Source: an optimization exercise on an open RTL-to-GDS flow (aim: small area). Production flows keep margins and buffers that such runs may drop. RTL that was checked went through simulation tests only; none was proved equivalent to the original. The RTL of run 6 was laid out without a check of its function. Power and IR drop assume default switching activity.

### flow/design.v
`timescale 1ns / 1ps
module flash_download_sequencer (
   input  logic        clock,
   input  logic        reset,
   input  logic        csr_valid,
   output logic        csr_ready,
   input  logic [2:0]  csr_index,
   input  logic [31:0] csr_data,
   input  logic        req_tvalid,
   output logic        req_tready,
   input  logic [31:0] req_tdata,   
   input  logic [10:0] req_tuser,   
   output logic        rsp_tvalid,
   input  logic        rsp_tready,
   output logic [71:0] rsp_tdata,
   output logic [2:0]  rsp_tuser    
);
   localparam logic [2:0] C_PROG    = 3'd0;
   localparam logic [2:0] C_UNL_OK  = 3'd1;
   localparam logic [2:0] C_UNL_BAD = 3'd2;
   localparam logic [2:0] C_SIZE    = 3'd3;
   localparam logic [2:0] C_XFER    = 3'd4;
   localparam logic [2:0] C_EXIT    = 3'd5;
   localparam logic [2:0] C_UNK     = 3'd6;
   localparam logic [2:0] S_IDLE = 3'd0;
   localparam logic [2:0] S_PROG = 3'd1;
   localparam logic [2:0] S_UNLK = 3'd2;
   localparam logic [2:0] S_DONE = 3'd3;
   localparam logic [2:0] S_EXIT = 3'd4;
   localparam logic [2:0] S_SZ0  = 3'd6;
   localparam logic [2:0] S_SZ1  = 3'd7;
   localparam logic [2:0] R_POS    = 3'b000;
   localparam logic [2:0] R_NEG    = 3'b001;
   localparam logic [2:0] R_NONE   = 3'b010;
   localparam logic [2:0] R_LAUNCH = 3'b011;
   localparam logic [2:0] R_WRITE  = 3'b100;
   logic [10:0] program_id, unlock_id, size_id, transfer_id, exit_id;
   logic [31:0] unlock_key, image_base;
   assign csr_ready = 1'b1;
   logic [31:0] cdata;
   logic [6:0]  cwe;
   assign cdata = csr_data & {32{~reset}};
   always_comb begin
      for (int i = 0; i < 7; i++) cwe[i] = reset | (csr_valid & (csr_index == 3'(i)));
   end
   always_ff @(posedge clock) begin
      if (cwe[0]) program_id  <= {cdata[10:1], cdata[0] | reset};
      if (cwe[1]) unlock_id   <= {cdata[10:2], cdata[1] | reset, cdata[0]};
      if (cwe[2]) size_id     <= {cdata[10:2], cdata[1] | reset, cdata[0] | reset};
      if (cwe[3]) transfer_id <= {cdata[10:3], cdata[2] | reset, cdata[1:0]};
      if (cwe[4]) exit_id     <= {cdata[10:3], cdata[2] | reset, cdata[1], cdata[0] | reset};
      if (cwe[5]) unlock_key  <= cdata;
      if (cwe[6]) image_base  <= cdata;
   end
   logic [2:0] push_code;
   always_comb begin
      if (req_tuser == program_id)       push_code = C_PROG;
      else if (req_tuser == unlock_id)   push_code = (req_tdata == unlock_key) ? C_UNL_OK
                                                                               : C_UNL_BAD;
      else if (req_tuser == size_id)     push_code = C_SIZE;
      else if (req_tuser == transfer_id) push_code = C_XFER;
      else if (req_tuser == exit_id)     push_code = C_EXIT;
      else                               push_code = C_UNK;
   end
   logic [31:0] q_data [4];
   logic [2:0]  q_code [4];
   logic [1:0]  wr_ptr, rd_ptr;
   logic        q_full;
   logic        q_empty;
   logic        push, pop;
   assign q_empty    = (wr_ptr == rd_ptr) & ~q_full;
   assign req_tready = ~q_full;
   assign push       = req_tvalid & ~q_full;
   always_ff @(posedge clock) begin
      if (reset) begin
         wr_ptr <= '0;
         rd_ptr <= '0;
         q_full <= 1'b0;
      end else begin
         if (push) wr_ptr <= wr_ptr + 2'd1;
         if (pop)  rd_ptr <= rd_ptr + 2'd1;
         if (push & ~pop)      q_full <= (wr_ptr + 2'd1 == rd_ptr);
         else if (pop & ~push) q_full <= 1'b0;
      end
   end
   always_ff @(posedge clock) begin
      if (push) begin
         q_data[wr_ptr] <= req_tdata;
         q_code[wr_ptr] <= push_code;
      end
   end
   logic [31:0] h_data;
   logic [2:0]  h_code;
   logic [3:0]  rd_sel;
   always_comb begin
      for (int i = 0; i < 4; i++) rd_sel[i] = (rd_ptr == 2'(i));
      h_data = '0;
      h_code = '0;
      for (int i = 0; i < 4; i++) begin
         h_data = h_data | (q_data[i] & {32{rd_sel[i]}});
         h_code = h_code | (q_code[i] & {3{rd_sel[i]}});
      end
   end
   logic [2:0]  stage;
   logic [31:0] addr_q;      
   logic [7:0]  wip;         
   logic [29:0] rem_q;       
   logic        rem_nz;      
   logic        r_valid;
   logic [2:0]  r_code;
   logic [31:0] r_data;
   logic        exec;
   logic        sized;
   logic        last;
   assign exec  = ~q_empty & (~r_valid | rsp_tready);
   assign pop   = exec;
   assign sized = (stage[2:1] == 2'b11);
   assign last  = (rem_q == 30'd0) | ((rem_q == 30'd1) & ~rem_nz);
   logic [29:0] addr_inc;
   logic [29:0] rem_dec;
   logic [7:0]  wip_inc;
   logic [29:0] rem_q_n;
   assign rem_q_n = ~rem_q;
   always_comb begin
      logic c;
      logic [5:0] blk_a, blk_r;
      for (int b = 0; b < 6; b++) begin
         blk_a[b] = &addr_q[b*5+2 +: 5];
         blk_r[b] = &rem_q_n[b*5 +: 5];
      end
      for (int b = 0; b < 6; b++) begin
         c = stage[0];
         for (int j = 0; j < b; j++) c = c & blk_a[j];
         for (int i = b*5; i < b*5+5; i++) begin
            addr_inc[i] = addr_q[i+2] ^ c;
            c             = addr_q[i+2] & c;
         end
         c = 1'b1;
         for (int j = 0; j < b; j++) c = c & blk_r[j];
         for (int i = b*5; i < b*5+5; i++) begin
            rem_dec[i] = rem_q[i] ^ c;
            c          = rem_q_n[i] & c;
         end
      end
      c = 1'b1;
      for (int i = 0; i < 8; i++) begin
         wip_inc[i] = wip[i] ^ c;
         c          = wip[i] & c;
      end
   end
   always_ff @(posedge clock) begin
      if (reset) begin
         stage   <= S_IDLE;
         r_valid <= 1'b0;
      end else begin
         if (exec | rsp_tready) r_valid <= exec;
         if (exec) begin
            case (h_code)
               C_PROG:    stage <= (stage == S_IDLE) ? S_PROG : S_IDLE;
               C_UNL_OK:  stage <= (stage == S_PROG) ? S_UNLK : S_IDLE;
               C_UNL_BAD: stage <= S_IDLE;
               C_SIZE:    if (stage == S_UNLK) stage <= S_SZ0;
               C_XFER:    if (sized) stage <= last ? S_DONE : S_SZ1;
               C_EXIT:    if (stage == S_DONE) stage <= S_EXIT;
               default: ;
            endcase
         end
      end
   end
   always_ff @(posedge clock) begin
      if (exec) begin
         r_code <= R_NEG;
         case (h_code)
            C_PROG: begin
               if (stage == S_IDLE) begin
                  r_code <= R_POS;
                  addr_q <= image_base;
                  wip    <= '0;
               end
            end
            C_UNL_OK: begin
               if (stage == S_PROG) r_code <= R_POS;
            end
            C_SIZE: begin
               if (stage == S_UNLK) begin
                  r_code <= R_POS;
                  rem_q  <= h_data[31:2];
                  rem_nz <= |h_data[1:0];
               end
            end
            C_XFER: begin
               if (sized) begin
                  r_code <= {R_WRITE[2:1], &wip};
                  r_data <= h_data;
                  addr_q <= {addr_inc, addr_q[1:0]};
                  wip    <= wip_inc;
                  rem_q  <= rem_dec;
               end
            end
            C_EXIT: begin
               if (stage == S_DONE) r_code <= R_LAUNCH;
            end
            C_UNL_BAD: ;
            default: r_code <= R_NONE;
         endcase
      end
   end
   logic r_wv;
   assign r_wv = r_code[2];
   assign rsp_tvalid = r_valid;
   assign rsp_tdata  = {6'b0,
                        ~r_wv & r_code[1] & r_code[0],           
                        r_wv & r_code[0],                        
                        r_data & {32{r_wv}},
                        addr_q & {32{r_wv}}};
   assign rsp_tuser  = {r_wv,
                        ~r_wv & r_code[1] & ~r_code[0],          
                        ~r_wv & ~r_code[1] & r_code[0]};         
endmodule
### flow/flow/run.sh
#!/bin/bash
# Standard ORFS layout with two changes: the port buffers use the smallest
# buffer cell, and clock tree synthesis inserts no dummy loads and uses
# clkbuf_8 with larger sink clusters.
set -euo pipefail
export RECOVER_POWER=100
export BUFFER_PORTS_ARGS="-buffer_cell sky130_fd_sc_hd__buf_1"
export CTS_ARGS="-sink_clustering_enable -repair_clock_nets -dont_use_dummy_load -buf_list sky130_fd_sc_hd__clkbuf_8 -sink_clustering_size 20 -sink_clustering_max_diameter 70"
bash standard.sh > standard_flow.log 2>&1
### flow/standard.sh
#!/bin/bash
# synth_recipe.tcl (not shown) runs the flow's synth.tcl, then flattens the netlist and writes it again
# the make line also repeats each setting of config.mk as NAME=value (left out here)
make -C /OpenROAD-flow-scripts/flow DESIGN_CONFIG=/design/flow/config.mk WORK_HOME=/design/flow/orfs CLKGATE_MAP_FILE= SYNTH_SCRIPT=/design/flow/synth_recipe.tcl "${@:-finish}"
### flow/config.mk
export PLATFORM = sky130hd
export DESIGN_NAME = flash_download_sequencer
export DESIGN_NICKNAME = flash_download_sequencer
export VERILOG_FILES = /design/flow/design.v
export SDC_FILE = /design/flow/constraint.sdc
export NUM_CORES = 4
export LEC_CHECK = 0
export CAP_MARGIN = 5
export CORE_MARGIN = 2
export CORE_UTILIZATION = 72
export PLACE_DENSITY = 0.85
export SLEW_MARGIN = 5
### flow/constraint.sdc
create_clock -name core_clock -period 4.0 [get_ports {clock}]
set_input_delay 0.8000 -clock core_clock [delete_from_list [all_inputs] [get_ports {clock}]]
set_output_delay 0.8000 -clock core_clock [all_outputs]
set_load 0.01 [all_outputs]
==> results_dict.tcl, run 1 <==
set metrics [dict create \
    dp.cells 1542 \
    synth_seq_cells 374 \
    rr_startpoint "rd_ptr[1]" \
    placementRows 54 \
    cts_made_buffers 22 \
    numClockSinks 374 \
    fin_crit_sh_pct 85.45 \
    cp-start-kind "flip-flop" \
    cts_tree "built" \
    postCtsSetupBuffers 0 \
    htreeDepth 1 \
    yosysMostFrequentCell "edfxtp_1" \
    r2r_end "r_data[4]" \
    min_from "r_valid" \
    wire_per_inst_um 21.77 \
    dieArea_um2 23590 \
    post_route_cells_drive_above_1_share_pct 3.115 \
    ir_drop_mv 0.3661 \
    coreArea_um2 21890 \
    cp.arrival_ns 3.62 \
    vias 9713 \
    finClkSkew_ns 0.02394 \
    reg2regPathDepth 7 \
    period_minus_slack_ns 3.418 \
    grt_pass1_vias 9586 \
    die_h_um 153.6 \
    status "finished with violations" \
    grtUsageTotal_pct 28.94 \
    dp_hpwl_um 23330 \
    setup_viol 0 \
    ctsResizeCount 0 \
    routed_wl_um 34070 \
    grt_setup_unrepaired "false" \
    root_buffer "clkbuf_8" \
    violations "max-capacitance violations, max-slew violations" \
    slew_headroom_pct -42.05 \
    gp_congestion 0.8674 \
    maxCapViolCount 6 \
    syn_inst 1155 \
    postCtsHoldBufs 0 \
    synth_adder_area_share_pct 4.962 \
    stdcell_area_um2 17170 \
    vias_per_cell 6.206 \
    start_util_pct 73.61 \
    yosysTopAreaCell "edfxtp_1" \
    instances_no_fill 1565 \
    cp.required_ns 4.20 \
    initialDrtViolationCount 1120 \
    synthTopCellsByArea "edfxtp_1 (68%), ha_1 (4.9%), a22oi_1 (3.2%)" \
    min_path_cells 2 \
    grt_max_degree 79 \
    clk_latency_ns 0.56 \
    synthSimpleGateAreaFrac_pct 11.73 \
    ios 161 \
    async_reset_ff_share_pct 0 \
    crit_type "reg2reg" \
    holdPathEnd "r_valid" \
    synth_mux_area_share_pct 0.06212 \
    synth_top_family_by_area "simple AND/OR/NAND/NOR gates" \
    grt_pass1_wl_um 52630 \
    dp_slack_ns 0.9192 \
    dr.pass1.iters 6 \
    max_freq_ghz 0.2926 \
    synth_compound_area_share_pct 5.816 \
    hold_viol_final 0 \
    worstPathMaxFanout 32 \
    syn_avg_cell_area_um2 13.95 \
    yosysTopAreaCellShare_pct 68.02 \
    slew_viol_final 193 \
    drc 0 \
    area_growth_pct 6.570 \
    nNetsFinal 1432 \
    synth-edff-count 365 \
    hold_path.class "reg2reg" \
    synth_top_flop_cell "edfxtp_1" \
    antenna_found_initial 0 \
    p_per_area_nw_per_um2 526.5 \
    yosysUniqueCellTypes 51 \
    layout_setup_ws_ns 0.5818 \
    syn_area_um2 16110 \
    path_clk_slew_ns 0.11 \
    cts_max_path_buffers 3 \
    drtAntennaViolNets 0 \
    tightest_slew_ns 2.131 \
    synth.top_cells.by_count "edfxtp_1 (365), nand2_1 (124), and2_1 (80)" \
    fin_setup_tns_ns 0 \
    finalPower_mw 9.041 \
    leakagePower_nw 6.063 \
    yosys_warnings 1 \
    endpoint_kind "flip-flop" \
    utilization_pct 78.44 \
    io_buffers 153 \
    ys_seq_area_share_pct 69.14 \
    hold_ws_ns 0.5168 \
    die_x_um 153.6 \
    ff2ff_setup_slack_ns 0.58 \
    synth-xor-area-share_pct 5.707 \
    grt-ovfl-total 0 \
    placed_area_um2 16910 \
]
-- flip-flops by register name (all words and copies together) (netlist names), 3 cells and up --
name and count:
size_id 11, q_code 12, r_data 32, stage 3, rem_q 30, wip 8, image_base 32, r_code 3
program_id 11, addr_q 32, unlock_key 32, unlock_id 11, q_data 128, exit_id 11, transfer_id 11
-- worst max-delay path, cell delays in order, from the launching register on --
cell and delay [ns]:
dfxtp_1 0.46, inv_1 0.12, ha_1 0.36, a22oi_1 0.32, nand2_1 0.32, or3_2 0.52, nor3_1 0.20, clkbuf_2 0.73
-- cell usage in the layout (no fill, tap or decap), types with 4 or more instances in the layout --
master	n
inv_1	31
and2_0	47
or2_2	4
xor2_1	52
buf_4	5
ha_1	63
nor2b_1	37
a31oi_1	7
a22oi_1	69
nand4_1	14
nor2_1	58
o21ai_0	8
and3_1	5
nor3_1	13
buf_1	122
a31o_1	4
clkbuf_1	38
a21oi_1	32
xnor2_1	53
and4_1	5
dfxtp_1	9
conb_1	7
and2_1	33
nand2_1	124
nor4_1	15
clkbuf_8	22
edfxtp_1	365
nand3_1	7
-- cell families after synthesis --
group	Yosys count
compound gates	137
xor+xnor	105
fa+ha+maj	64
buf+inv	97
flops	374
mux	1
other cells	2
simple gates	375
-- cell type report --
type                            instances  area, um2
Inverter                               31      116.4
Tap cell                              280      350.3
Multi-Input combinational cell        689       4606
Timing Repair Buffer                  168      653.1
Antenna cell                            1      2.502
Fill cell                            1333       4720
Clock buffer                           22      302.8
Sequential cell                       374      11140
-- metal layers --
metal | up-vias | track usage (%) | part of all wire (%)
li1 | 4401 | - | -
met1 | 4706 | 40.28 | 39
met2 | 546 | 49.93 | 50
met3 | 60 | 3.298 | 8.9
met4 | 0 | 7.252 | 2.3
met5 | - | 0 | 0
-- power breakdown --
group	total [mW]	switching (mW)	internal, mW
logic	2.43	1.65	0.784
registers	5.03	0.191	4.84
clock network	1.58	1.08	0.499
-- worst max-delay path by stage --
stage               startpoint       endpoint
detailed placement   rd_ptr[1]     addr_q[22]
CTS                  r_code[2]  rsp_tdata[61]
global placement     rd_ptr[1]     addr_q[22]
global route         rd_ptr[1]      rem_q[29]
finish               rd_ptr[1]      r_data[4]
floorplan            rd_ptr[0]       rem_q[0]
==> inputs of run 2 (changes only) <==
--- a/flow/flow/run.sh
+++ b/flow/flow/run.sh
@@ -5,3 +5,2 @@
 set -euo pipefail
-export RECOVER_POWER=100
 export BUFFER_PORTS_ARGS="-buffer_cell sky130_fd_sc_hd__buf_1"
==> results_dict.tcl, run 2 <==
set metrics [dict create \
    status "no timing/DRC/antenna violations" \
    min_from "r_valid" \
    crit_cells 3 \
    cp_slowest_cell "edfxtp_1" \
    vias 9739 \
    pwr-share-comb_pct 27.2 \
    reg2regPathDepth 9 \
    critPathMaxStageDelay_ns 0.99 \
    post_route_cells_drive_above_1_share_pct 4.128 \
    gp_congestion 0.8674 \
    cts_tree "built" \
    largest_reg_flops 128 \
    period_minus_slack_ns 3.146 \
    vias_per_cell 6.223 \
    yosys_warnings 1 \
    numClockSinks 374 \
    p_int_mw 6.138 \
    regMostFlops "q_data" \
    cp.arrival_ns 2.35 \
    finClkSkew_ns 0.02589 \
    postCtsHoldBufs 0 \
    dieArea_um2 23590 \
    yosysUniqueCellTypes 51 \
    dp_hpwl_um 23330 \
    wire_per_inst_um 21.77 \
    final_common_cell "edfxtp_1" \
    postCtsSetupBuffers 0 \
    yosysMostFrequentCell "edfxtp_1" \
    coreArea_um2 21890 \
    syn_area_um2 16110 \
    grt_max_degree 79 \
    grt_setup_unrepaired "false" \
    start_util_pct 73.61 \
    synth_seq_cells 374 \
    synth-edff-count 365 \
    min_path_cells 2 \
    power_switching_mw 2.925 \
    grt-ovfl-total 0 \
    max_freq_ghz 0.3179 \
    layout_common_cells "edfxtp_1 (365), buf_1 (152), nand2_1 (124)" \
    drtAntennaViolNets 0 \
    crit_buf_inv 2 \
    p_per_area_nw_per_um2 526.4 \
    pwr-share-seq_pct 55.4 \
    dp_slack_ns 0.9192 \
    crit_start "r_code[2]" \
    tightest_slew_ns 0.9500 \
    io_buffers 153 \
    worstPathMaxFanout 35 \
    root_buffer "clkbuf_8" \
    multi_input_area_um2 4617 \
    p_clk_share_pct 17.4 \
    initialDrtViolationCount 1009 \
    rr_startpoint "rd_ptr[1]" \
    cts_max_path_buffers 3 \
    cp-start-kind "flip-flop" \
    die_h_um 153.6 \
    nNetsFinal 1432 \
    htreeDepth 1 \
    endpoint_kind "output pin" \
    leakagePower_nw 6.146 \
    syn_avg_cell_area_um2 13.95 \
    cp.required_ns 3.20 \
    path_clk_slew_ns 0.12 \
    ir_drop_mv 0.3628 \
    hold_viol_final 0 \
    routed_wl_um 34070 \
    async_reset_ff_share_pct 0 \
    hold_path.class "reg2reg" \
    synth_top_flop_cell "edfxtp_1" \
    slew_viol_final 0 \
    slew_headroom_pct 36.67 \
    fin_setup_tns_ns 0 \
    syn_inst 1155 \
    synthTopCellsByArea "edfxtp_1 (68%), ha_1 (4.9%), a22oi_1 (3.2%)" \
    die_x_um 153.6 \
    yosysTopAreaCellShare_pct 68.02 \
    ios 161 \
    crit_chain "buf_4, and2_1, buf_1" \
    fin_crit_sh_pct 78.64 \
    hold_ws_ns 0.5170 \
    yosysTopAreaCell "edfxtp_1" \
    antenna_found_initial 0 \
    crit_type "reg2out" \
    grtUsageTotal_pct 28.94 \
    swShare_pct 32.27 \
    clk_latency_ns 0.56 \
    ff_latch_area_um2 11140 \
    grt_pass1_wl_um 52630 \
    maxCapViolCount 0 \
    ctsResizeCount 0 \
    path_delay_family "flip-flops" \
    placementRows 54 \
    layout_setup_ws_ns 0.8543 \
    dr.pass1.iters 5 \
    ys_seq_area_share_pct 69.14 \
    synth.top_cells.by_count "edfxtp_1 (365), nand2_1 (124), and2_1 (80)" \
    setup_viol 0 \
    cts_made_buffers 22 \
    drc 0 \
    grt_pass1_vias 9586 \
    fill_cells 1319 \
    area_growth_pct 6.857 \
]
run 2: per-stage QoR:
step	util, %	power (mW)	area, um2	instances
after floorplan	-	6.750	16140	1160
after global placement	77.26	7.403	16910	1542
after detailed placement	77.26	7.546	16910	1542
after CTS	78.64	9.048	17220	1564
after global routing	78.64	9.476	17220	1564
final	78.65	9.063	17220	1565
run 2: final timing paths:
path                   endpoint  slack (ns)
hold / removal          r_valid        0.52
setup / recovery  rsp_tdata[61]        0.85
setup reg to reg       stage[1]        0.87
hold reg to reg         r_valid        0.52
run 2: cell type report:
class                   instances  area share [%]
repair buffers                168           3.997
multi-input cells             689           26.81
flip-flops and latches        374           64.70
clock buffers                  22           1.759
inverters                      31          0.6758
well taps                     280           2.035
diodes                          1         0.01453
run 2: kinds of logic after synthesis:
family          Yosys count  synth area share [%]
compound gates          137                 5.816
xor+xnor                105                 5.707
fa+ha+maj                64                 4.962
buf+inv                  97                 2.539
flops                   374                 69.14
mux                       1               0.06212
other cells               2               0.04661
simple gates            375                 11.73
run 2: layer usage:
metal  vias up  track usage, %  share of wire [%]  wire, um
met1      4749           40.28                 39     13270
met2       533           49.93                 50     17050
met4         0           7.252                2.0       686
met5         -               0                  0         0
met3        53           3.298                9.0      3069
li1       4404               -                  -         -
run 2: power groups by stage:
stage	Combinational, mW	Sequential (mW)	Clock (mW)
2_1_floorplan	1.73	5.02	0
3_3_place_gp	2.32	5.08	0
3_5_place_dp	2.44	5.11	0
4_1_cts	2.45	5.02	1.58
5_1_grt	2.73	5.05	1.70
6_report	2.46	5.02	1.58
run 2: worst reg2reg max path: cells and delay by family (launching register included):
| kind | cells | cell delay, ns |
|---|---|---|
| AND/OR/NAND/NOR | 3 | 0.86 |
| buffers and inverters | 2 | 0.64 |
| AO/OA/AOI/OAI | 2 | 0.55 |
| flip-flops | 1 | 0.45 |
| adder cells (fa/ha/maj) | 1 | 0.36 |
| multiplexers | 1 | 0.17 |
==> inputs of run 3 (changes only) <==
--- a/flow/design.v
+++ b/flow/design.v
@@ -106,3 +106,3 @@
    logic [7:0]  wip;         
-   logic [29:0] rem_q;       
+   logic [29:0] rem_n;       
    logic        rem_nz;      
@@ -117,8 +117,6 @@
    assign sized = (stage[2:1] == 2'b11);
-   assign last  = (rem_q == 30'd0) | ((rem_q == 30'd1) & ~rem_nz);
+   assign last  = (&rem_n) | ((rem_n == ~30'd1) & ~rem_nz);
    logic [29:0] addr_inc;
-   logic [29:0] rem_dec;
+   logic [29:0] rem_dec;     
    logic [7:0]  wip_inc;
-   logic [29:0] rem_q_n;
-   assign rem_q_n = ~rem_q;
    always_comb begin
@@ -128,3 +126,3 @@
          blk_a[b] = &addr_q[b*5+2 +: 5];
-         blk_r[b] = &rem_q_n[b*5 +: 5];
+         blk_r[b] = &rem_n[b*5 +: 5];
       end
@@ -140,4 +138,4 @@
          for (int i = b*5; i < b*5+5; i++) begin
-            rem_dec[i] = rem_q[i] ^ c;
-            c          = rem_q_n[i] & c;
+            rem_dec[i] = rem_n[i] ^ c;
+            c          = rem_n[i] & c;
          end
@@ -172,2 +170,3 @@
          r_code <= R_NEG;
+         r_data <= '0;
          case (h_code)
@@ -186,3 +185,3 @@
                   r_code <= R_POS;
-                  rem_q  <= h_data[31:2];
+                  rem_n  <= ~h_data[31:2];
                   rem_nz <= |h_data[1:0];
@@ -196,3 +195,3 @@
                   wip    <= wip_inc;
-                  rem_q  <= rem_dec;
+                  rem_n  <= rem_dec;
                end
@@ -213,3 +212,3 @@
                         r_wv & r_code[0],                        
-                        r_data & {32{r_wv}},
+                        r_data,
                         addr_q & {32{r_wv}}};
==> flow/flow/run.sh (replaced) <==
#!/bin/bash
# Standard ORFS layout with two changes: the port buffers use the smallest
# buffer cell, and clock tree synthesis inserts no dummy loads and uses
# clkbuf_8 with larger sink clusters.
set -euo pipefail
export BUFFER_PORTS_ARGS="-buffer_cell sky130_fd_sc_hd__buf_1"
export CTS_ARGS="-sink_clustering_enable -repair_clock_nets -dont_use_dummy_load -buf_list sky130_fd_sc_hd__clkbuf_8 -sink_clustering_size 20 -sink_clustering_max_diameter 60"
bash standard.sh > standard_flow.log 2>&1
==> results_dict.tcl, run 3 <==
set metrics [dict create \
    syn_avg_cell_area_um2 14.33 \
    min_from "rsp_tready" \
    diodes 0 \
    vias_per_cell 6.181 \
    clk_latency_ns 0.58 \
    ios 161 \
    yosysUniqueCellTypes 48 \
    ir_drop_mv 0.4148 \
    ys_seq_area_share_pct 69.80 \
    area_growth_pct 7.329 \
    min_path_cells 3 \
    grt_pass1_vias 9641 \
    syn_inst 1114 \
    synth_top_flop_cell "edfxtp_1" \
    postCtsHoldBufs 0 \
    drc 0 \
    die_h_um 152.9 \
    root_buffer "clkbuf_8" \
    grt_max_degree 80 \
    synth_seq_cells 374 \
    synth.top_cells.by_count "edfxtp_1 (365), nand2_1 (169), ha_1 (63)" \
    layout_common_cells "edfxtp_1 (365), nand2_1 (169), buf_1 (152)" \
    io_buffers 153 \
    fin_crit_sh_pct 83.44 \
    grt_setup_unrepaired "false" \
    path_clk_slew_ns 0.12 \
    met1_usage_pct 40.05 \
    syn_area_um2 15960 \
    cp.arrival_ns 3.60 \
    cts_made_buffers 25 \
    drtAntennaViolNets 0 \
    fin_setup_tns_ns 0 \
    p_per_area_nw_per_um2 575.2 \
    tightest_slew_ns 0.9020 \
    regMostFlops "q_data" \
    endpoint_kind "flip-flop" \
    antenna_found_initial 0 \
    instances_no_fill 1532 \
    wire_per_inst_um 22.13 \
    crit_type "reg2reg" \
    final_common_cell "edfxtp_1" \
    crit_start "rd_ptr[0]" \
    start_util_pct 73.14 \
    placementRows 54 \
    hold_ws_ns 0.5054 \
    grt_busiest_layer "met2" \
    dieArea_um2 23380 \
    die_x_um 152.9 \
    hold_path.class "in2reg" \
    ctsResizeCount 0 \
    yosys_warnings 1 \
    nNetsFinal 1400 \
    gp_congestion 0.8276 \
    routed_wl_um 33900 \
    period_minus_slack_ns 3.338 \
    met3_usage_pct 5.472 \
    r2r_end "rem_n[5]" \
    cts_tree "built" \
    grtUsageTotal_pct 29.31 \
    slew_headroom_pct 39.87 \
    vias 9469 \
    finClkSkew_ns 0.03958 \
    rr_startpoint "rd_ptr[0]" \
    largest_reg_flops 128 \
    initialDrtViolationCount 1106 \
    worstPathMaxFanout 35 \
    htreeDepth 1 \
    slew_viol_final 0 \
    dp_hpwl_um 23310 \
    synthTopCellsByArea "edfxtp_1 (69%), ha_1 (4.9%), nand2_1 (4.0%)" \
    yosysTopAreaCell "edfxtp_1" \
    hold_viol_final 0 \
    dr.pass1.iters 7 \
    numClockSinks 374 \
    coreArea_um2 21820 \
    grt_pass1_wl_um 52400 \
    post_route_cells_drive_above_1_share_pct 4.712 \
    use_met2_pct 49.09 \
    yosysTopAreaCellShare_pct 68.67 \
    cts_max_path_buffers 3 \
    cp-start-kind "flip-flop" \
    holdPathEnd "r_valid" \
    ff2ff_setup_slack_ns 0.66 \
    finalPower_mw 9.854 \
    grt-ovfl-total 0 \
    yosysMostFrequentCell "edfxtp_1" \
    cp.required_ns 4.26 \
    setup_viol 0 \
    maxCapViolCount 0 \
    async_reset_ff_share_pct 0 \
    max_freq_ghz 0.2996 \
    status "no timing/DRC/antenna violations" \
    postCtsSetupBuffers 0 \
    dp.cells 1507 \
    leakagePower_nw 6.106 \
    reg2regPathDepth 8 \
    synth-edff-count 365 \
]
## run 3: power breakdown
part | internal [mW] | switching (mW) | leakage [nW]
clock | 0.561 | 1.07 | 0.180
combinational | 0.925 | 1.91 | 2.42
sequential | 5.11 | 0.273 | 3.51
total | 6.60 | 3.25 | 6.11
## run 3: layer usage
layer / wire length, um / share of wire (%)
met2: 16840 / 50
met5: 0 / 0
met1: 12910 / 38
met3: 3199 / 9.4
met4: 955 / 2.8
## run 3: cells by family (layout without fill, tap and decap cells)
| family | count (synthesis) | in the layout | synth area share, % |
|---|---|---|---|
| DFF | 374 | 374 | 69.80 |
| other | 2 | 7 | 0.04705 |
| and+or+nand+nor | 382 | 382 | 11.50 |
| xor gates and xnor gates | 105 | 105 | 5.762 |
| AOI/OAI and AO/OA | 115 | 115 | 5.856 |
| adders and majority gates | 63 | 63 | 4.938 |
| muxes | 1 | 1 | 0.06271 |
| buffers and inverters | 72 | 205 | 2.038 |
## run 3: worst max-delay path by stage
stage,endpoint,slack (ns),cells past startpoint
finish,rem_n[5],0.66,8
global route,rem_n[5],0.43,8
CTS,rem_n[5],0.71,8
detailed placement,rem_n[7],0.77,8
global placement,rem_n[9],0.89,9
floorplan,rem_n[0],-0.15,9
## run 3: worst max-delay path, stage by stage (launching register included)
cell and delay, ns:
dfxtp_1 0.46, inv_1 0.11, ha_1 0.20, buf_4 0.29
a22oi_1 0.31, nand2_1 0.37, nor4_1 0.85, a2111oi_4 0.11
buf_4 0.31
## run 3: layout make-up
type / instances / area (um2)
Sequential cell: 374 / 11140
Fill cell: 1251 / 4692
Multi-Input combinational cell: 673 / 4548
Timing Repair Buffer: 172 / 718.2
Tap cell: 280 / 350.3
Clock buffer: 25 / 344.1
Inverter: 8 / 30.03
## run 3: per-stage QoR
step | util [%] | cell area [um2] | worst slack (ns)
finish | 78.50 | 17130 | 0.6625
global route | 78.50 | 17130 | 0.4289
CTS | 78.50 | 17130 | 0.7068
detailed placement | 76.92 | 16790 | 0.7678
global placement | 76.92 | 16790 | 0.8948
floorplan | - | 15990 | -0.1516
==> inputs of run 4 (changes only) <==
==> flow/flow/run.sh (replaced) <==
#!/bin/bash
# Standard ORFS layout with two changes: the port buffers use the smallest
# buffer cell, and clock tree synthesis inserts no dummy loads and uses
# clkbuf_8 with larger sink clusters.
set -euo pipefail
export BUFFER_PORTS_ARGS="-buffer_cell sky130_fd_sc_hd__buf_1"
export CTS_ARGS="-sink_clustering_enable -repair_clock_nets -dont_use_dummy_load -buf_list sky130_fd_sc_hd__clkbuf_8 -sink_clustering_size 18 -sink_clustering_max_diameter 70"
bash standard.sh > standard_flow.log 2>&1
==> results_dict.tcl, run 4 <==
set metrics [dict create \
    yosysUniqueCellTypes 48 \
    grt_pass1_wl_um 52630 \
    fin_crit_sh_pct 82.66 \
    max_freq_ghz 0.3024 \
    finClkSkew_ns 0.02772 \
    largest_reg_flops 128 \
    finalPower_mw 9.839 \
    diodes 0 \
    die_h_um 152.9 \
    cp.arrival_ns 3.59 \
    ios 161 \
    root_buffer "clkbuf_8" \
    cts_max_path_buffers 3 \
    grt_setup_unrepaired "false" \
    fill_cells 1261 \
    postCtsHoldBufs 0 \
    swShare_pct 33.11 \
    tightest_slew_ns 0.9101 \
    start_util_pct 73.14 \
    placementRows 54 \
    grtUsageTotal_pct 29.48 \
    yosysTopAreaCell "edfxtp_1" \
    slew_headroom_pct 39.33 \
    layout_common_cells "edfxtp_1 (365), nand2_1 (169), buf_1 (152)" \
    post_route_cells_drive_above_1_share_pct 4.636 \
    die_x_um 152.9 \
    ys_seq_area_share_pct 69.80 \
    status "no timing/DRC/antenna violations" \
    p_per_area_nw_per_um2 574.8 \
    coreArea_um2 21820 \
    area_growth_pct 7.243 \
    gp_congestion 0.8276 \
    numClockSinks 374 \
    postCtsSetupBuffers 0 \
    synth-edff-count 365 \
    final_common_cell "edfxtp_1" \
    maxCapViolCount 0 \
    drc 0 \
    endpoint_kind "flip-flop" \
    pwr-share-comb_pct 28.8 \
    slew_viol_final 0 \
    ir_drop_mv 0.3981 \
    dp_hpwl_um 23310 \
    leakagePower_nw 6.099 \
    io_buffers 153 \
    cp-start-kind "flip-flop" \
    routed_wl_um 34040 \
    grt-ovfl-total 0 \
    crit_type "reg2reg" \
    grt_max_degree 80 \
    p_clk_share_pct 16.4 \
    syn_inst 1114 \
    syn_avg_cell_area_um2 14.33 \
    path_clk_slew_ns 0.11 \
    dr.pass1.iters 5 \
    dp.cells 1507 \
    grt_pass1_vias 9634 \
    nNetsFinal 1399 \
    vias 9515 \
    yosysTopAreaCellShare_pct 68.67 \
    synth_seq_cells 374 \
    async_reset_ff_share_pct 0 \
    dieArea_um2 23380 \
    cts_tree "built" \
    hold_path.class "in2reg" \
    htreeDepth 1 \
    synth_top_flop_cell "edfxtp_1" \
    p_int_mw 6.581 \
    ctsResizeCount 0 \
    syn_area_um2 15960 \
    period_minus_slack_ns 3.307 \
    vias_per_cell 6.215 \
    initialDrtViolationCount 1101 \
    hold_viol_final 0 \
    antenna_found_initial 1 \
    regMostFlops "q_data" \
    power_switching_mw 3.258 \
    worstPathMaxFanout 35 \
    pwr-share-seq_pct 54.8 \
    cts_made_buffers 24 \
    clk_latency_ns 0.58 \
    drtAntennaViolNets 0 \
    yosysMostFrequentCell "edfxtp_1" \
    synthTopCellsByArea "edfxtp_1 (69%), ha_1 (4.9%), nand2_1 (4.0%)" \
    setup_viol 0 \
    yosys_warnings 1 \
    wire_per_inst_um 22.23 \
    cp.required_ns 4.28 \
    synth.top_cells.by_count "edfxtp_1 (365), nand2_1 (169), ha_1 (63)" \
    instances_no_fill 1531 \
]
-- run 4: cell counts after synthesis --
No cell type changed its count.
-- run 4: cell type report --
class / count / area [um2] / share of cell area (%)
flip-flops and latches: 374 / 11140 / 65.08
multi-input cells: 673 / 4548 / 26.57
repair buffers: 172 / 718.2 / 4.196
well taps: 280 / 350.3 / 2.047
clock buffers: 24 / 330.3 / 1.930
inverters: 8 / 30.03 / 0.1754
-- run 4: per-layer routing --
metal / vias to the layer above / GRT usage (%) / share of wire [%] / wire length [um]
li1: 4329 / - / - / -
met1: 4655 / 40.15 / 38 / 12940
met2: 470 / 49.58 / 50 / 17030
met3: 59 / 5.699 / 9.2 / 3123
met4: 2 / 8.377 / 2.7 / 935
met5: - / 0 / 0.038 / 13
-- run 4: final timing paths --
check,from,to,slack (ns),cells past startpoint
max,rd_ptr[0],rem_n[12],0.69,8
min,rsp_tready,r_valid,0.51,3
max reg2reg,rd_ptr[0],rem_n[12],0.69,8
min reg2reg,r_valid,r_valid,0.52,2
-- run 4: stage by stage --
step / instance area (um2) / util (%) / hold slack (ns) / setup slack (ns) / setup TNS, ns
floorplan: 15990 / - / 0.4906 / -0.1516 / -4.547
global placement: 16790 / 76.92 / 0.4924 / 0.8948 / 0
detailed placement: 16790 / 76.92 / 0.4985 / 0.7678 / 0
CTS: 17120 / 78.44 / 0.4992 / 0.7161 / 0
global route: 17120 / 78.44 / 0.5300 / 0.4575 / 0
finish: 17120 / 78.44 / 0.5096 / 0.6934 / 0
-- run 4: power groups by stage --
stage | logic (mW) | registers (mW) | clock network, mW
5_1_grt | 3.15 | 5.45 | 1.75
6_report | 2.83 | 5.39 | 1.62
3_3_place_gp | 2.70 | 5.44 | 0
2_1_floorplan | 1.86 | 5.48 | 0
3_5_place_dp | 2.81 | 5.47 | 0
4_1_cts | 2.83 | 5.39 | 1.62
-- run 4: kinds of logic (layout without fill, tap and decap cells) --
| family | Yosys count | count (layout) | share of synthesized area (%) |
|---|---|---|---|
| mux | 1 | 1 | 0.06271 |
| simple gates | 382 | 382 | 11.50 |
| compound gates | 115 | 115 | 5.856 |
| fa+ha+maj | 63 | 63 | 4.938 |
| xor+xnor | 105 | 105 | 5.762 |
| other cells | 2 | 7 | 0.04705 |
| flops | 374 | 374 | 69.80 |
| buf+inv | 72 | 204 | 2.038 |
-- run 4: critical path, stage by stage (launching register included) --
cell	delay, ns
dfxtp_1	0.47
inv_1	0.11
ha_1	0.20
buf_4	0.28
a22oi_1	0.30
nand2_1	0.36
nor4_1	0.85
a2111oi_4	0.11
buf_4	0.31
==> inputs of run 5 (changes only) <==
==> flow/flow/run.sh (replaced) <==
#!/bin/bash
# Standard ORFS layout (the standard.sh) with two changes: the port buffers use the smallest
# buffer cell, and clock tree synthesis inserts no dummy loads and uses
# clkbuf_8 with larger sink clusters.
set -euo pipefail
export BUFFER_PORTS_ARGS="-buffer_cell sky130_fd_sc_hd__buf_1"
export CTS_ARGS="-sink_clustering_enable -repair_clock_nets -dont_use_dummy_load -buf_list sky130_fd_sc_hd__clkbuf_8 -sink_clustering_size 18 -sink_clustering_max_diameter 70"
# The make output of the whole layout goes to standard_flow.log; ORFS keeps
# each step's own log under orfs/logs/.
bash standard.sh > standard_flow.log 2>&1
==> results_dict.tcl, run 5 <==
set metrics [dict create \
    area_growth_pct 7.243 \
    grt_pass1_wl_um 52630 \
    async_reset_ff_share_pct 0 \
    synth_seq_cells 374 \
    path_delay_family "simple AND/OR/NAND/NOR gates" \
    maxCapViolCount 0 \
    yosysUniqueCellTypes 48 \
    cp.required_ns 4.28 \
    min_path_cells 3 \
    leakagePower_nw 6.099 \
    crit_buf_inv 3 \
    initialDrtViolationCount 1101 \
    cts_max_path_buffers 3 \
    dr.pass1.iters 5 \
    critPathMaxStageDelay_ns 0.85 \
    holdPathEnd "r_valid" \
    grtUsageTotal_pct 29.48 \
    clk_latency_ns 0.58 \
    io_buffers 153 \
    routed_wl_um 34040 \
    diodes 0 \
    die_h_um 152.9 \
    synth-edff-count 365 \
    root_buffer "clkbuf_8" \
    grt_max_degree 80 \
    crit_chain "inv_1, ha_1, buf_4, a22oi_1, nand2_1, nor4_1, a2111oi_4, buf_4" \
    dieArea_um2 23380 \
    path_common_cell "buf_4" \
    fin_setup_tns_ns 0 \
    grt_pass1_vias 9634 \
    htreeDepth 1 \
    synth_top_flop_cell "edfxtp_1" \
    status "no timing/DRC/antenna violations" \
    finClkSkew_ns 0.02772 \
    worstPathMaxFanout 35 \
    period_minus_slack_ns 3.307 \
    max_freq_ghz 0.3024 \
    cts_tree "built" \
    finalPower_mw 9.839 \
    p_per_area_nw_per_um2 574.8 \
    coreArea_um2 21820 \
    r2r_end "rem_n[12]" \
    regMostFlops "q_data" \
    cp_slowest_cell "nor4_1" \
    vias 9515 \
    placementRows 54 \
    yosysTopAreaCell "edfxtp_1" \
    ir_drop_mv 0.3981 \
    slew_headroom_pct 39.33 \
    ys_seq_area_share_pct 69.80 \
    crit_type "reg2reg" \
    cp.arrival_ns 3.59 \
    grt_setup_unrepaired "false" \
    hold_path.class "in2reg" \
    reg2regPathDepth 8 \
    drtAntennaViolNets 0 \
    synth.top_cells.by_count "edfxtp_1 (365), nand2_1 (169), ha_1 (63)" \
    numClockSinks 374 \
    fin_crit_sh_pct 82.66 \
    drc 0 \
    largest_reg_flops 128 \
    syn_inst 1114 \
    yosysMostFrequentCell "edfxtp_1" \
    postCtsHoldBufs 0 \
    setup_viol 0 \
    gp_congestion 0.8276 \
    ff2ff_setup_slack_ns 0.69 \
    ctsResizeCount 0 \
    slew_viol_final 0 \
    die_x_um 152.9 \
    vias_per_cell 6.215 \
    path_clk_slew_ns 0.11 \
    synthTopCellsByArea "edfxtp_1 (69%), ha_1 (4.9%), nand2_1 (4.0%)" \
    post_route_cells_drive_above_1_share_pct 4.636 \
    start_util_pct 73.14 \
    syn_area_um2 15960 \
    cp-start-kind "flip-flop" \
    grt-ovfl-total 0 \
    syn_avg_cell_area_um2 14.33 \
    layout_common_cells "edfxtp_1 (365), nand2_1 (169), buf_1 (152)" \
    final_common_cell "edfxtp_1" \
    nNetsFinal 1399 \
    postCtsSetupBuffers 0 \
    min_from "rsp_tready" \
    wire_per_inst_um 22.23 \
    rr_startpoint "rd_ptr[0]" \
    tightest_slew_ns 0.9101 \
    endpoint_kind "flip-flop" \
    yosys_warnings 1 \
    hold_viol_final 0 \
    yosysTopAreaCellShare_pct 68.67 \
    dp_hpwl_um 23310 \
    antenna_found_initial 1 \
    ios 161 \
    cts_made_buffers 24 \
]
run 5: worst max-delay path by stage:
stage | start | end | slack [ns] | cells after the start
6_report | rd_ptr[0] | rem_n[12] | 0.69 | 8
3_3_place_gp | rd_ptr[0] | rem_n[9] | 0.89 | 9
2_1_floorplan | rd_ptr[1] | rem_n[0] | -0.15 | 9
4_1_cts | rd_ptr[0] | rem_n[12] | 0.72 | 8
3_5_place_dp | rd_ptr[0] | rem_n[7] | 0.77 | 8
5_1_grt | rd_ptr[0] | rem_n[15] | 0.46 | 8
run 5: final cells by class:
cell class | instances | area, um2
sequential | 374 | 11140
multi-input combinational | 673 | 4548
tap | 280 | 350.3
fill | 1261 | 4706
inverter | 8 | 30.03
timing repair buffer | 172 | 718.2
clock buffer | 24 | 330.3
run 5: power breakdown:
| group | leakage (nW) | switching (mW) | internal (mW) |
|---|---|---|---|
| sequential | 3.51 | 0.274 | 5.11 |
| combinational | 2.42 | 1.91 | 0.925 |
| clock | 0.173 | 1.08 | 0.541 |
| total | 6.10 | 3.26 | 6.58 |
run 5: through the flow:
stage	util (%)	hold slack [ns]	instances	cell area, um2	setup slack (ns)
2_1_floorplan	-	0.4906	1119	15990	-0.1516
4_1_cts	78.44	0.4992	1531	17120	0.7161
5_1_grt	78.44	0.5300	1531	17120	0.4575
3_3_place_gp	76.92	0.4924	1507	16790	0.8948
3_5_place_dp	76.92	0.4985	1507	16790	0.7678
6_report	78.44	0.5096	1531	17120	0.6934
run 5: logic make-up (layout without fill, tap and decap cells):
group	after synthesis	in the layout	share of synthesized area, %
muxes	1	1	0.06271
other	2	7	0.04705
buffers and inverters	72	204	2.038
and+or+nand+nor	382	382	11.50
DFF	374	374	69.80
AOI/OAI and AO/OA	115	115	5.856
xor gates and xnor gates	105	105	5.762
adders and majority gates	63	63	4.938
run 5: layer usage:
layer | vias to the layer above | global-route usage, % | share of wire, %
li1 | 4329 | - | -
met1 | 4655 | 40.15 | 38
met2 | 470 | 49.58 | 50
met3 | 59 | 5.699 | 9.2
met4 | 2 | 8.377 | 2.7
met5 | - | 0 | 0.038
run 5: worst register-to-register path, stage by stage (launching register included):
cell       delay [ns]
dfxtp_1          0.47
inv_1            0.11
ha_1             0.20
buf_4            0.29
a22oi_1          0.31
nand2_1          0.36
nor4_1           0.85
a2111oi_4        0.11
buf_4            0.31
==> inputs of run 6 (changes only) <==
--- a/flow/design.v
+++ b/flow/design.v
@@ -93,16 +93,8 @@
    logic [2:0]  h_code;
-   logic [3:0]  rd_sel;
-   always_comb begin
-      for (int i = 0; i < 4; i++) rd_sel[i] = (rd_ptr == 2'(i));
-      h_data = '0;
-      h_code = '0;
-      for (int i = 0; i < 4; i++) begin
-         h_data = h_data | (q_data[i] & {32{rd_sel[i]}});
-         h_code = h_code | (q_code[i] & {3{rd_sel[i]}});
-      end
-   end
+   assign h_data = q_data[rd_ptr];
+   assign h_code = q_code[rd_ptr];
    logic [2:0]  stage;
-   logic [31:0] addr_q;      
+   logic [31:0] addr_n;      
    logic [7:0]  wip;         
-   logic [29:0] rem_n;       
+   logic [29:0] rem_q;       
    logic        rem_nz;      
@@ -117,5 +109,5 @@
    assign sized = (stage[2:1] == 2'b11);
-   assign last  = (&rem_n) | ((rem_n == ~30'd1) & ~rem_nz);
-   logic [29:0] addr_inc;
-   logic [29:0] rem_dec;     
+   assign last  = (rem_q == 30'd0) | ((rem_q == 30'd1) & ~rem_nz);
+   logic [29:0] addr_n_dec;
+   logic [29:0] rem_dec;
    logic [7:0]  wip_inc;
@@ -123,20 +115,11 @@
       logic c;
-      logic [5:0] blk_a, blk_r;
-      for (int b = 0; b < 6; b++) begin
-         blk_a[b] = &addr_q[b*5+2 +: 5];
-         blk_r[b] = &rem_n[b*5 +: 5];
-      end
-      for (int b = 0; b < 6; b++) begin
-         c = stage[0];
-         for (int j = 0; j < b; j++) c = c & blk_a[j];
-         for (int i = b*5; i < b*5+5; i++) begin
-            addr_inc[i] = addr_q[i+2] ^ c;
-            c             = addr_q[i+2] & c;
-         end
-         c = 1'b1;
-         for (int j = 0; j < b; j++) c = c & blk_r[j];
-         for (int i = b*5; i < b*5+5; i++) begin
-            rem_dec[i] = rem_n[i] ^ c;
-            c          = rem_n[i] & c;
-         end
+      c = stage[0];
+      for (int i = 0; i < 30; i++) begin
+         addr_n_dec[i] = addr_n[i+2] ^ c;
+         c             = addr_n[i+2] & c;
+      end
+      c = 1'b1;
+      for (int i = 0; i < 30; i++) begin
+         rem_dec[i] = rem_q[i] ^ c;
+         c          = ~rem_q[i] & c;
       end
@@ -170,3 +153,2 @@
          r_code <= R_NEG;
-         r_data <= '0;
          case (h_code)
@@ -175,3 +157,3 @@
                   r_code <= R_POS;
-                  addr_q <= image_base;
+                  addr_n <= image_base;
                   wip    <= '0;
@@ -185,3 +167,3 @@
                   r_code <= R_POS;
-                  rem_n  <= ~h_data[31:2];
+                  rem_q  <= h_data[31:2];
                   rem_nz <= |h_data[1:0];
@@ -193,5 +175,5 @@
                   r_data <= h_data;
-                  addr_q <= {addr_inc, addr_q[1:0]};
+                  addr_n <= {addr_n_dec, addr_n[1:0]};
                   wip    <= wip_inc;
-                  rem_n  <= rem_dec;
+                  rem_q  <= rem_dec;
                end
@@ -212,4 +194,4 @@
                         r_wv & r_code[0],                        
-                        r_data,
-                        addr_q & {32{r_wv}}};
+                        r_data & {32{r_wv}},
+                        addr_n & {32{r_wv}}};
    assign rsp_tuser  = {r_wv,
==> flow/flow/run.sh (replaced) <==
#!/bin/bash
# Standard ORFS layout (the standard.sh) with these changes:
#  - after the floorplan, OpenROAD's restructure re-maps the combinational
#    logic for area (registers, ports and the power grid are untouched);
#  - the port buffers use the smallest buffer cell;
#  - clock tree synthesis inserts no dummy loads and uses clkbuf_8 with
#    larger sink clusters.
# Each tool's output goes to a log file of its own in this folder.
set -euo pipefail
export BUFFER_PORTS_ARGS="-buffer_cell sky130_fd_sc_hd__buf_1"
export CTS_ARGS="-sink_clustering_enable -repair_clock_nets -dont_use_dummy_load -buf_list sky130_fd_sc_hd__clkbuf_8 -sink_clustering_size 20 -sink_clustering_max_diameter 60"
here=$(pwd)
export RMP_WORK="$here"
bash standard.sh floorplan > flow_1_floorplan.log 2>&1
mkdir -p "$here/rmp"
openroad -no_init -exit -log "$here/flow_2_restructure.log" "$here/flow/restructure.tcl" \
   > /dev/null 2>&1 || { tail -20 "$here/flow_2_restructure.log"; exit 1; }
bash standard.sh > flow_3_finish.log 2>&1
==> flow/flow/restructure.tcl (new file) <==
# Re-map the floorplanned design's combinational logic for area.
set res [glob $::env(RMP_WORK)/orfs/results/*/flash_download_sequencer/base]
set lib [glob $::env(FLOW_HOME)/platforms/$::env(FLOW_PLATFORM)/lib/sky130_fd_sc_hd__tt_025C_1v80.lib]
read_db $res/2_floorplan.odb
read_liberty $lib
read_sdc $res/2_floorplan.sdc
source $::env(FLOW_HOME)/platforms/$::env(FLOW_PLATFORM)/setRC.tcl
set_dont_use {sky130_fd_sc_hd__probe_p_8 sky130_fd_sc_hd__probec_p_8 sky130_fd_sc_hd__lpflow_*}
report_design_area
cd $::env(RMP_WORK)/rmp
restructure -target area -liberty_file $lib \
   -tielo_port sky130_fd_sc_hd__conb_1/LO -tiehi_port sky130_fd_sc_hd__conb_1/HI \
   -work_dir . -abc_logfile abc.log
report_design_area
write_db $res/2_floorplan.odb
--- a/flow/config.mk
+++ b/flow/config.mk
@@ -7,6 +7,5 @@
 export LEC_CHECK = 0
-export CAP_MARGIN = 5
+export CAP_MARGIN = 20
 export CORE_MARGIN = 2
-export CORE_UTILIZATION = 72
-export PLACE_DENSITY = 0.85
-export SLEW_MARGIN = 5
+export CORE_UTILIZATION = 40
+export SLEW_MARGIN = 20
==> results_dict.tcl, run 6 <==
set metrics [dict create \
    synth-edff-count 365 \
    crit_type "reg2reg" \
    syn_inst 1060 \
    ios 161 \
    syn_area_um2 16170 \
    root_buffer "clkbuf_8" \
    start_util_pct 40.60 \
    yosysMostFrequentCell "edfxtp_1" \
    coreArea_um2 39820 \
    nNetsFinal 1593 \
    die_h_um 205.1 \
    fin_crit_sh_pct 108.0 \
    grt-ovfl-total 0 \
    routed_wl_um 42130 \
    holdPathEnd "r_valid" \
    dieArea_um2 42050 \
    async_reset_ff_share_pct 0 \
    vias_per_cell 5.489 \
    grt_pass1_vias 10698 \
    regMostFlops "q_data" \
    layout_common_cells "edfxtp_1 (365), buf_4 (168), buf_1 (152)" \
    yosysTopAreaCellShare_pct 67.79 \
    grt_busiest_layer "met2" \
    tightest_slew_ns 0.9543 \
    yosys_warnings 1 \
    numClockSinks 376 \
    placementRows 73 \
    critPathMaxStageDelay_ns 0.44 \
    finalPower_mw 9.144 \
    final_common_cell "edfxtp_1" \
    layout_setup_ws_ns -0.3197 \
    setup_viol 10 \
    synth_seq_cells 376 \
    ys_seq_area_share_pct 69.15 \
    p_per_area_nw_per_um2 480.9 \
    reg2regPathDepth 26 \
    met3_usage_pct 2.927 \
    slew_headroom_pct 36.25 \
    largest_reg_flops 128 \
    min_path_cells 4 \
    r2r_end "rem_q[25]" \
    cp.required_ns 4.34 \
    period_minus_slack_ns 4.320 \
    cp_slowest_cell "edfxtp_1" \
    grt_setup_unrepaired "true" \
    syn_avg_cell_area_um2 15.25 \
    max_freq_ghz 0.2315 \
    maxCapViolCount 0 \
    grt_max_degree 49 \
    met1_usage_pct 26.96 \
    synthTopCellsByArea "edfxtp_1 (68%), ha_1 (5.3%), mux4_2 (4.9%)" \
    hold_viol_final 0 \
    htreeDepth 1 \
    drc 0 \
    initialDrtViolationCount 1047 \
    cts_made_buffers 30 \
    wire_per_inst_um 20.67 \
    endpoint_kind "flip-flop" \
    cp.arrival_ns 4.66 \
    grt_pass1_wl_um 62480 \
    violations "negative setup slack" \
    grtUsageTotal_pct 19.51 \
    drtAntennaViolNets 0 \
    die_x_um 205.1 \
    dp_hpwl_um 27020 \
    rr_startpoint "rem_q[3]" \
    yosysTopAreaCell "edfxtp_1" \
    ir_drop_mv 0.2525 \
    yosysUniqueCellTypes 45 \
    post_route_cells_drive_above_1_share_pct 19.36 \
    path_clk_slew_ns 0.12 \
    finClkSkew_ns 0.06198 \
    slew_viol_final 0 \
    gp_congestion 0.8461 \
    antenna_found_initial 5 \
    cp-start-kind "flip-flop" \
    crit_buf_inv 6 \
    hold_path.class "in2reg" \
    use_met2_pct 31.48 \
    hold_ws_ns 0.4458 \
    io_buffers 153 \
    synth.top_cells.by_count "edfxtp_1 (365), nand2_1 (127), and2_1 (73)" \
    status "finished with violations" \
    worstPathMaxFanout 3 \
    cts_max_path_buffers 3 \
    clk_latency_ns 0.62 \
    synth_top_flop_cell "edfxtp_1" \
    utilization_pct 47.74 \
    leakagePower_nw 6.339 \
    vias 11186 \
    dr.pass1.iters 5 \
    ff2ff_setup_slack_ns -0.32 \
    area_growth_pct 17.59 \
    cts_tree "built" \
    postCtsHoldBufs 0 \
    min_from "rsp_tready" \
    path_delay_family "simple AND/OR/NAND/NOR gates" \
]
run 6: what timing repair did:
action / 4_1_cts / 5_1_grt
gates resized for setup: 37 / 69
setup buffers: 105 / 35
pin swaps: 10 / 27
cloned: 0 / 0
setup endpoints to repair: 10 / 20
run 6: cells by family (layout without fill, tap and decap cells):
| logic type | after synthesis | in the layout | synth area share, % |
|---|---|---|---|
| muxes | 35 | 0 | 4.875 |
| and+or+nand+nor | 327 | 296 | 10.55 |
| buffers and inverters | 94 | 478 | 2.515 |
| adders and majority gates | 69 | 0 | 5.339 |
| xor gates and xnor gates | 96 | 4 | 5.200 |
| DFF | 376 | 376 | 69.15 |
| other | 2 | 19 | 0.04645 |
| AOI/OAI and AO/OA | 61 | 340 | 2.329 |
run 6: metrics by stage:
stage | cells | instance area [um2] | worst slack, ns | TNS (ns)
floorplan | 1065 | 16880 | -1.231 | -11.39
global placement | 1882 | 17330 | -0.4467 | -1.876
detailed placement | 1882 | 17340 | -0.5820 | -2.853
CTS | 2017 | 18670 | -0.06397 | -0.2016
global route | 2035 | 19010 | -0.4758 | -4.016
finish | 2038 | 19010 | -0.3197 | -1.996
run 6: how the worst max path moves through the flow:
stage	startpoint	to	slack (ns)	depth (start not counted)
after floorplan	addr_n[2]	addr_n[31]	-1.23	31
after global placement	addr_n[2]	addr_n[31]	-0.45	29
after detailed placement	addr_n[2]	addr_n[31]	-0.58	29
after CTS	addr_n[3]	addr_n[31]	-0.06	29
after global routing	rem_q[3]	rem_q[29]	-0.48	25
final	rem_q[3]	rem_q[25]	-0.32	26
run 6: worst register-to-register path, cell delays in order (launching register included):
cell	delay [ns]
edfxtp_1	0.44
nor4_4	0.33
nand2_1	0.14
nor2_2	0.17
nand2_2	0.09
inv_2	0.09
nand2b_4	0.07
nor2_4	0.13
nand2_2	0.09
or3_4	0.35
nor2_4	0.12
nand2_2	0.07
or3_4	0.35
nor2_4	0.14
nand2_2	0.09
nor2_4	0.11
nand2_2	0.10
nor2_4	0.13
nand2_2	0.10
nor2_4	0.13
buf_4	0.12
buf_4	0.09
buf_4	0.09
buf_4	0.09
buf_4	0.09
nor2b_1	0.04
o32a_1	0.31
run 6: cell type report:
type                       instances  area, um2
antenna                            5      12.51
clock buffer                      30      412.9
fill                            3547      20810
inverter                         108      410.4
multi-input combinational        654       4279
sequential                       376      11180
tap                              525      656.9
timing repair buffer             340       2059
run 6: routing by layer:
| metal | part of all wire [%] | up-vias |
|---|---|---|
| met1 | 43 | 5518 |
| met3 | 6.4 | 87 |
| met2 | 47 | 448 |
| li1 | - | 5129 |
| met4 | 3.5 | 4 |
| met5 | 0.081 | - |
run 6: report_power, final:
part           switching [mW]  internal [mW]
logic                    1.64          0.758
registers               0.127           4.79
clock network            1.16          0.667

## what the ideal ports hide
The flow's constraints put no driver on any port. The routed layouts listed below were extracted and timed again, unchanged, in two steps.
Step 1 sets driving cells, clkbuf_16 on the clock port and buf_2 on the other inputs (assumed; they add their load-dependent delay and slew).
Step 2 adds t to the input delays and takes it off the output delays; t is the mean of the earliest and latest rising clock arrival at the registers after step 1. Input paths then give back, and output paths get back, about the clock's delay inside the block.
a / b / c = ideal ports / drivers / drivers and shift; a / b = the first two.
| run | t, ns | slack for setup (ns) | worst setup path after step 2 |
|---|---|---|---|
| run 1 | 0.594 | 0.582 / 0.582 / 0.261 | input to register |
| run 2 | 0.593 | 0.854 / 0.811 / 0.866 | register to register |
| run 3 | 0.597 | 0.662 / 0.662 / 0.662 | register to register |
| run 4 | 0.609 | 0.693 / 0.693 / 0.693 | register to register |
| run 5 | 0.609 | 0.693 / 0.693 / 0.693 | register to register |
| run 6 | 0.629 | -0.320 / -0.320 / -0.320 | register to register |
The setup slack of run 1, which loses most, moves by 0.000 ns with the drivers and by -0.321 ns with both steps.
